Context: an optimization exercise on an open-source flow, tuned for small area and a short achievable clock period. The choices shown serve that exercise and are no tape-out recipe.
No activity file was given, so power comes from the tool's default toggle rates.

==> flow/design.v (excerpt) <==
module dsconv_top (
    input  wire        clk,
    input  wire        rst,
    input  wire        start,
    input  wire [47:0] input_pixels,         
    output wire [6:0]  input_pixel_addr,
    output wire [11:0] output_pixel,
    output wire [6:0]  output_pixel_addr,
    output wire [1:0]  output_filter,
    output wire        ready,
    output wire        done
);
    reg  [8:0] icnt;
    reg  [6:0] ia;
    reg        hold;      
    reg        done_r;
    wire       take = start && !hold;
    always @(posedge clk) begin
        if (rst) begin
            icnt <= 9'd1;
            ia   <= 7'd0;
            hold <= 1'b0;
        end else begin
            if (take) begin
                icnt <= icnt + 9'd1;
                ia   <= icnt[6:0];
            end
            if (hold) begin
                if (done_r) hold <= 1'b0;
            end else if (take && icnt == 9'd0) begin
                hold <= 1'b1;
            end
        end
    end
    assign input_pixel_addr = ia;
    reg [47:0]          x0;
    reg [34*48-1:0]      dl;     
    reg                 v1;
    reg [4-1:0]           v1e;
    integer i;
    always @(posedge clk) begin
        x0  <= input_pixels;
        v1  <= take && !rst;
        v1e <= {4{take && !rst}};
  ...
Size: roughly 3600 cells after synthesis, roughly 2000 flip-flops, about 81 I/O pins, about 72000 µm² of cells after synthesis.
export LEC_CHECK = 0
export CAP_MARGIN = 20
export CORE_MARGIN = 2
export CORE_UTILIZATION = 72
export CTS_CLUSTER_DIAMETER = 100
export CTS_CLUSTER_SIZE = 30
export SLEW_MARGIN = 20
export SYNTH_HIERARCHICAL = 1
export SYNTH_MINIMUM_KEEP_SIZE = 0
create_clock -name core_clock -period 11.0 [get_ports {clk}]
standard.sh (not shown) runs the stock make flow with config.mk's settings and CLKGATE_MAP_FILE= SYNTH_SCRIPT=/design/flow/synth_recipe.tcl, a recipe that flattens the netlist after the stock synthesis.
==> flow/flow/run.sh <==
#!/bin/bash
# The standard layout (the standard.sh: standard synthesis and the ORFS
# steps), with two changes to how it optimises, not to what it is given:
#  - repair_timing aims for 7.7 ns of setup slack at the 11 ns clock, so that
#    paths are sped up well below the clock period;
#  - the input and output port buffers are buf_2 cells, not the delay cells
#    buffer_ports would pick.
set -euo pipefail
bash standard.sh SETUP_SLACK_MARGIN=7.7 "BUFFER_PORTS_ARGS=-buffer_cell sky130_fd_sc_hd__buf_2" finish > standard.log 2>&1
Rerun with:
Settings changed: CORE_UTILIZATION 72 to 65.
Effect:
- The changed run produced a clean layout
- sequential share of layout area went down by 0.30 points
- sequential power hardly moves
- worst setup slack gains 10 ps
- die area went up by roughly a tenth
- final area went up slightly
- worst hold slack gains 3.5 ps
- wire length went down by a little under a tenth
- maximum frequency went up slightly
- first-iteration DRC count went down by about a fifth
- non-clock buffer count went down by 1
- sequential cell count does not change
Rerun with:
--- a/flow/flow/run.sh
+++ b/flow/flow/run.sh
@@ -7,3 +7,3 @@
 #    buffer_ports would pick.
 set -euo pipefail
-bash standard.sh SETUP_SLACK_MARGIN=7.7 "BUFFER_PORTS_ARGS=-buffer_cell sky130_fd_sc_hd__buf_2" finish > standard.log 2>&1
+bash standard.sh SETUP_SLACK_MARGIN=7.7 "BUFFER_PORTS_ARGS=-buffer_cell sky130_fd_sc_hd__buf_2" "CTS_ARGS=-sink_clustering_enable -repair_clock_nets -sink_clustering_size 30 -sink_clustering_max_diameter 100 -apply_ndr half" finish > standard.log 2>&1
Result: The new run ran to the end with no violations. Cell area stays the same. Clock power barely changes. Critical path depth is unchanged. Clock skew stays the same. Worst hold slack stays the same.
No run of this note included a check of the RTL's function; only the layout flow was run.


Setup of run 1:
dsconv_top, a different RTL version from the one above (not shown whole).
Size: ~4000 cells after synthesis, ~2000 flip-flops, ~81 I/O pins.
==> flow/config.mk <==
export PLATFORM = sky130hd
export DESIGN_NAME = dsconv_top
export DESIGN_NICKNAME = dsconv_top
export VERILOG_FILES = /design/flow/design.v
export SDC_FILE = /design/flow/constraint.sdc
export NUM_CORES = 4
export LEC_CHECK = 0
export CAP_MARGIN = 20
export CORE_MARGIN = 2
export CORE_UTILIZATION = 65
export CTS_CLUSTER_DIAMETER = 70
export CTS_CLUSTER_SIZE = 24
export SLEW_MARGIN = 20
==> flow/constraint.sdc <==
create_clock -name core_clock -period 11.0 [get_ports {clk}]
set_input_delay 2.2000 -clock core_clock [delete_from_list [all_inputs] [get_ports {clk}]]
set_output_delay 2.2000 -clock core_clock [all_outputs]
set_load 0.01 [all_outputs]
==> flow/flow/run.sh <==
#!/bin/bash
# The standard layout (the standard.sh: standard synthesis and the ORFS
# steps), with two changes to how it optimises, not to what it is given:
#  - repair_timing aims for 7.4 ns of setup slack at the 11 ns clock, so that
#    paths are sped up well below the clock period;
#  - the input and output port buffers are buf_2 cells, not the delay cells
#    buffer_ports would pick.
set -euo pipefail
bash standard.sh SETUP_SLACK_MARGIN=7.4 "BUFFER_PORTS_ARGS=-buffer_cell sky130_fd_sc_hd__buf_2" finish > standard.log 2>&1
No stage failed in run 1, and the final checks on the layout all came back clean.
#### Input delta (run 2 over run 1)
- CORE_UTILIZATION: 65 -> 40
- CTS_CLUSTER_DIAMETER: 70 -> unset
- CTS_CLUSTER_SIZE: 24 -> unset
==> flow/run.sh (new file) <==
#!/bin/bash
# synth_recipe.tcl (not shown) runs the flow's synth.tcl, then flattens the netlist and writes it again
# the make line also repeats each setting of config.mk as NAME=value (left out here)
make -C /OpenROAD-flow-scripts/flow DESIGN_CONFIG=/design/flow/config.mk WORK_HOME=/design/flow/orfs CLKGATE_MAP_FILE= SYNTH_SCRIPT=/design/flow/synth_recipe.tcl finish
removed: flow/flow/run.sh
removed: flow/standard.sh
==> comparison <==
For the fraction of power consumed by the clock network, run 2 came in 9.4 points higher than run 1 did.
Worst hold slack: run 1 and run 2 compared, higher one is run 1
Run 1 was smaller in final cell area than run 2.
Summary — power, run 2 relative to run 1: higher, by 15%.
On total instance count after detailed placement: between run 1 and run 2, it ends up lower for run 1.
Changes in run 3 relative to run 2:
- setting CTS_CLUSTER_DIAMETER to 100 for the first time
- setting CTS_CLUSTER_SIZE to 30 for the first time
- changing CORE_UTILIZATION from 40 to 65
--- outcome ---
- Power dissipated in the clock network went down by more than half going from run 2 to run 3.
- Run 3 reports a lower wire length of the first global-routing pass than run 2 does.
- Run 3 ended with less portion of the clock cycle consumed by the worst path in the final layout than run 2.
- Looking at highest cell delay on the worst timing path, run 3 sits below run 2.
- Cell-internal power: run 3 vs run 2 down about 19%
- Largest net degree at the start of global routing is higher on run 3
- Sort run 3 and run 2 by sequential power share asc -> top: run 2
- Utilization run 2 -> run 3: up
- Run 3 — clock share of power 14 points lower, run 2 as reference
- Run 3: via count of the first global-routing pass 2232 below run 2
- Relative to run 2, post-synthesis to final-layout area growth has decreased by 7.9 points in run 3.
## Diff of input files: run 4 against run 3
- CTS_CLUSTER_SIZE no longer set, was 30
- CTS_BUF_LIST now sky130_fd_sc_hd__clkbuf_8, previously not set
- CTS_CLUSTER_DIAMETER no longer set, was 100
--- outcome ---
- All of run 3 and run 4 finish clean.
- Re count of multi-input gates: no difference whatsoever between run 4 and run 3.
- Summary of run 4 over run 3: via count of the first global-routing pass higher; synthesized net count has remained practically unchanged; cell count saw an increase.
- Delta (run 4 minus run 3): HPWL after detailed placement held steady, routed wire length grew by 5.2%.
- Met2 usage: run 3 and run 4 compared, higher one is run 4
- Taking run 3 as the reference, in run 4 portion of the clock cycle consumed by the worst path in the final layout increased by 1.2 points relative to the old numbers, per-cell via count in the routed design decreased by 1.8% relative to the old numbers, part of the power in registers decreased by 7.0 points relative to the old numbers.
- For run 3, the critical path class was flop to flop, unlike run 4, where it was flop to output pin.
- Global-route total usage across every layer in run 4 is 1.1 points above run 3.
Relative to run 4, the following input files were edited for run 5:
- CTS_BUF_LIST: sky130_fd_sc_hd__clkbuf_8 -> unset
==> flow/flow/run.sh (new file) <==
#!/bin/bash
# The standard layout (the standard.sh: standard synthesis and the ORFS
# steps), with two changes to how it optimises, not to what it is given:
#  - repair_timing aims for 7.4 ns of setup slack at the 11 ns clock, so that
#    paths are sped up well below the clock period;
#  - the input and output port buffers are buf_2 cells, not the delay cells
#    buffer_ports would pick.
set -euo pipefail
bash standard.sh SETUP_SLACK_MARGIN=7.4 "BUFFER_PORTS_ARGS=-buffer_cell sky130_fd_sc_hd__buf_2" finish > standard.log 2>&1
==> flow/standard.sh (new file) <==
#!/bin/bash
# synth_recipe.tcl (not shown) runs the flow's synth.tcl, then flattens the netlist and writes it again
# the make line also repeats each setting of config.mk as NAME=value (left out here)
make -C /OpenROAD-flow-scripts/flow DESIGN_CONFIG=/design/flow/config.mk WORK_HOME=/design/flow/orfs CLKGATE_MAP_FILE= SYNTH_SCRIPT=/design/flow/synth_recipe.tcl "${@:-finish}"
removed: flow/run.sh
--- outcome ---
- Cell with the largest stage delay on the worst path = clkdlybuf4s50_1: run 4; cell with the largest stage delay on the worst path = dfxtp_1: run 5
- The final reports for run 5 and run 4 show total net switching power higher in the former.
- Compared with run 4, run 5 degrades first-pass GRT wire length.
- Run 5 vs. run 4: utilization moved down; final non-filler cell area has remained practically unchanged; fraction of area in registers climbed 0.21 points; data arrival time of the critical path decreased by 0.68 ns relative to the old numbers; combinational power neither gained nor lost much.
- Higher clock network fraction of total power was reported by run 5, not run 4.
- The non-clock buffer count in run 4 is 0.897 times that in run 5.
No run of this note included a check of the RTL's function; only the layout flow was run.

re-timing with driven ports:
Ports are ideal in the flow. The routed layouts listed here were re-timed in OpenROAD.
Step 1 sets driving cells, clkbuf_16 on the clock port and buf_2 on the other inputs (assumed; they add their load-dependent delay and slew).
Step 2 moves the port delays by t, midway between the first and last clock arrival at a register: inputs arrive t later, outputs are due t later. That takes back most of the time a late clock gives input paths.
a / b / c = ideal / step 1 / step 2; a / b = the first two.
run	t (ns)	slack for setup (ns)	pins driven straight from the clock port
the first run of note 1	0.753	7.602 / 7.533 / 7.218	1
the second run of note 1	0.748	7.613 / 7.542 / 7.199	1
the third run of note 1	0.748	7.613 / 7.542 / 7.199	1
run 1	0.768	7.488 / 7.416 / 7.358	1
run 2	0.876	6.886 / 6.849 / 6.886	1
run 3	0.745	6.923 / 6.923 / 6.923	1
run 4	0.970	6.791 / 6.725 / 6.908	1
run 5	0.833	7.467 / 7.391 / 7.335	1
After both steps every run listed still meets setup and hold.
